Context: an optimization exercise on an open-source flow, tuned for small area, a short achievable clock period and few clock cycles. The choices shown serve that exercise and are no tape-out recipe. The RTL was checked by simulation tests, not by an equivalence proof against the original design. Power and IR drop assume default switching activity.

==> module beamformer_top, before the edit <==
module beamformer_top (
    input  logic                                                 clk,
    input  logic                                                 reset,
    input  logic                                                 req,
    input  logic [beam_pkg::POS_WIDTH-1:0]                       x_f,
    input  logic [beam_pkg::POS_WIDTH-1:0]                       z_f,
    input  logic [beam_pkg::NUM_CHANNELS*beam_pkg::DATA_WIDTH-1:0] rf_data,
    input  logic                                                 sample_valid,
    output logic                                                 ack,
    output logic                                                 sample_ready,
    output beam_pkg::sum_t                                       beam_out,
    output logic                                                 beam_valid
);
    localparam int NC = beam_pkg::NUM_CHANNELS;
    localparam int DW = beam_pkg::DATA_WIDTH;
    localparam int LW = beam_pkg::DELAY_WIDTH;
    logic             read_valid;    
    logic             tap_valid;
    logic [LW:0]      filled;        
    logic [LW-1:0]    newest;        
    logic [NC*LW-1:0] delays;
    logic [NC*DW-1:0] taps;
    logic             ready_next;
    logic             take_row;
    logic [7:0]       load;
    logic             empty;
    focus_delay_calc focus_calc_i (
        .clk        (clk),
        .reset      (reset),
        .req        (req),
        .x_f        (x_f),
        .z_f        (z_f),
        .ack        (ack),
        .ready_next (ready_next),
        .delays     (delays)
    );
    assign take_row = sample_valid && sample_ready && !reset;
    assign empty    = (filled == '0);
    always_ff @(posedge clk) begin
        if (reset)                  sample_ready <= 1'b1;
        else if (take_row || empty) sample_ready <= ready_next && (newest[2:0] == 3'd0);
        else                   sample_ready <= ready_next && (newest[2:0] == 3'd7);
        if (reset) begin
            read_valid <= 1'b0;
            tap_valid  <= 1'b0;
            filled     <= '0;
            newest     <= '0;
        end else begin
            read_valid <= take_row;
            tap_valid  <= read_valid;
            if (take_row && !filled[LW]) filled <= filled + 1'b1;
            if (!take_row && !empty)     newest <= newest + 1'b1;
        end
    end
    always_comb begin
        for (int i = 0; i < 8; i++) load[i] = sample_valid && sample_ready && (newest[LW-1:3] == 3'(i));
    end
    for (genvar k = 0; k < NC; k++) begin : g_channel
        logic [LW-1:0] dk;
        logic [2:0]    grp;
        logic          ok;
        logic [7:0]    group;
        assign dk  = delays[k*LW +: LW];
        assign ok  = ({1'b0, dk} < filled);
        assign grp = newest[LW-1:3] + dk[LW-1:3];
        always_comb begin
            for (int i = 0; i < 8; i++) group[i] = ok && (grp == 3'(i));
        end
        channel_delay_line delay_line_i (
            .clk       (clk),
            .load      (load),
            .sample_in (rf_data[k*DW +: DW]),
            .group     (group),
            .delay     (dk),
            .tap       (taps[k*DW +: DW])
        );
    end
    serial_beam_sum beam_sum_i (
        .clk        (clk),
        .reset      (reset),
        .valid_in   (tap_valid),
        .taps       (taps),
        .beam_out   (beam_out),
        .beam_valid (beam_valid)
    );
endmodule
==> flow/config.mk <==
export PLATFORM = sky130hd
export DESIGN_NAME = beamformer_top
export DESIGN_NICKNAME = beamformer_top
export VERILOG_FILES = /design/flow/design.v
export SDC_FILE = /design/flow/constraint.sdc
export NUM_CORES = 4
export LEC_CHECK = 0
export CAP_MARGIN = 20
export CORE_MARGIN = 2
export CORE_UTILIZATION = 65
export SLEW_MARGIN = 20
==> flow/constraint.sdc <==
create_clock -name core_clock -period 11.0 [get_ports {clk}]
set_input_delay 2.2000 -clock core_clock [delete_from_list [all_inputs] [get_ports {clk}]]
set_output_delay 2.2000 -clock core_clock [all_outputs]
set_load 0.01 [all_outputs]
standard.sh (not shown) runs the stock make flow with config.mk's settings and CLKGATE_MAP_FILE= SYNTH_SCRIPT=/design/flow/synth_recipe.tcl, a recipe that flattens the netlist after the stock synthesis.
==> flow/flow/run.sh <==
#!/bin/bash
# Layout: the standard ORFS flow (standard.sh, all steps) with these
# changes to how the layout is made; the design, the clock and the
# constraints are the standard ones:
#  - synthesis: synth_recipe.tcl with flow/abc_split.tcl in front of it, which
#    maps the tap read multiplexers with ABC's default script (see there);
#  - BUFFER_PORTS_ARGS: the ports are buffered with buf_4 rather than the
#    default port buffer, a slow delay cell;
#  - CTS_ARGS: clock tree synthesis without dummy loads, with sink clusters of
#    at most 25 flip-flops within 60 um (the standard clustering options);
set -euo pipefail
export BUFFER_PORTS_ARGS="-buffer_cell sky130_fd_sc_hd__buf_4"
export CTS_ARGS="-sink_clustering_enable -repair_clock_nets -dont_use_dummy_load -sink_clustering_size 25 -sink_clustering_max_diameter 60"
export SETUP_SLACK_MARGIN=7.2
cat flow/abc_split.tcl synth_recipe.tcl > split_synth.tcl
sed "s#SYNTH_SCRIPT=[^ ]*#SYNTH_SCRIPT=$PWD/split_synth.tcl#" standard.sh > split_standard.sh
grep -q "SYNTH_SCRIPT=$PWD/split_synth.tcl" split_standard.sh
bash split_standard.sh "$@" > flow_standard.log 2>&1
==> flow/flow/abc_split.tcl <==
# Prepended to the standard flow's synthesis script (synth_recipe.tcl) by run.sh.
# ORFS's synthesis maps all logic with one ABC call using its speed script.
# Here that call is split in two: first the tap read multiplexers (the logic
# that feeds the tap registers, back to the registers it reads) with ABC's
# default script, which maps this wide and-or logic to fewer cells; then
# everything else, unchanged, with the standard call. Registers are mapped
# before ABC runs, so they are the same as in the standard synthesis.
proc abc {args} {
  set i [lsearch -exact $args -script]
  set dargs $args
  if {$i >= 0} { set dargs [lreplace $args $i [expr {$i + 1}]] }
  yosys select -set taps c:*delay_line_i.tap*
  yosys select -set tapd @taps %ci1:+sky130_fd_sc_hd__dfxtp_1\[D\] @taps %d
  yosys select -set readmux @tapd %ci*:-sky130_fd_sc_hd__dfxtp_1:-sky130_fd_sc_hd__edfxtp_1 t:sky130_fd_sc_hd__dfxtp_1 %d t:sky130_fd_sc_hd__edfxtp_1 %d
  yosys abc {*}$dargs @readmux
  yosys abc {*}$args
}
Testbench counts at the start, summed over its fixed seeds: cycles 4,632.
Rerun with:
--- a/flow/design.v
+++ b/flow/design.v
@@ -290,5 +290,5 @@
     end
     always_comb begin
-        for (int i = 0; i < 8; i++) load[i] = sample_valid && sample_ready && (newest[LW-1:3] == 3'(i));
+        for (int i = 0; i < 8; i++) load[i] = (newest == LW'(8 * i));
     end
     for (genvar k = 0; k < NC; k++) begin : g_channel
What happened: The new run passed the timing, design-rule and antenna checks. Routed wire length rises slightly. Synthesized area stays flat. Worst hold slack gets worse by 0.036 ns. Clock-buffer cell count rose by 1. Die area is about the same. Sequential power climbs by a few percent. Clock skew rose by 0.022 ns.
Testbench counts after the change, summed over its fixed seeds: cycles 4,632.

[re-timing with driven ports]
The results above use ideal ports. As a check the final layouts listed here were re-extracted and re-timed, cells and wires unchanged.
Step 1 assumes that a clkbuf_16 drives the clock port and a buf_2 every other input.
Step 2 also shifts input and output timing later by t, the mid clock arrival at the registers, as if the neighbouring blocks saw the same clock.
Three values: ideal, step 1, step 2; two values: the first two.
run	t, ns	setup slack, ns	worst setup path at the end
the first run	1.115	7.185 / 7.102 / 6.163	input to register
the second run	1.112	7.223 / 7.142 / 6.190	input to register
After both steps setup and hold are still met in every run listed. For the second run, which loses most, drivers alone change the setup slack by -0.081 ns; drivers and shift together by -1.033 ns.
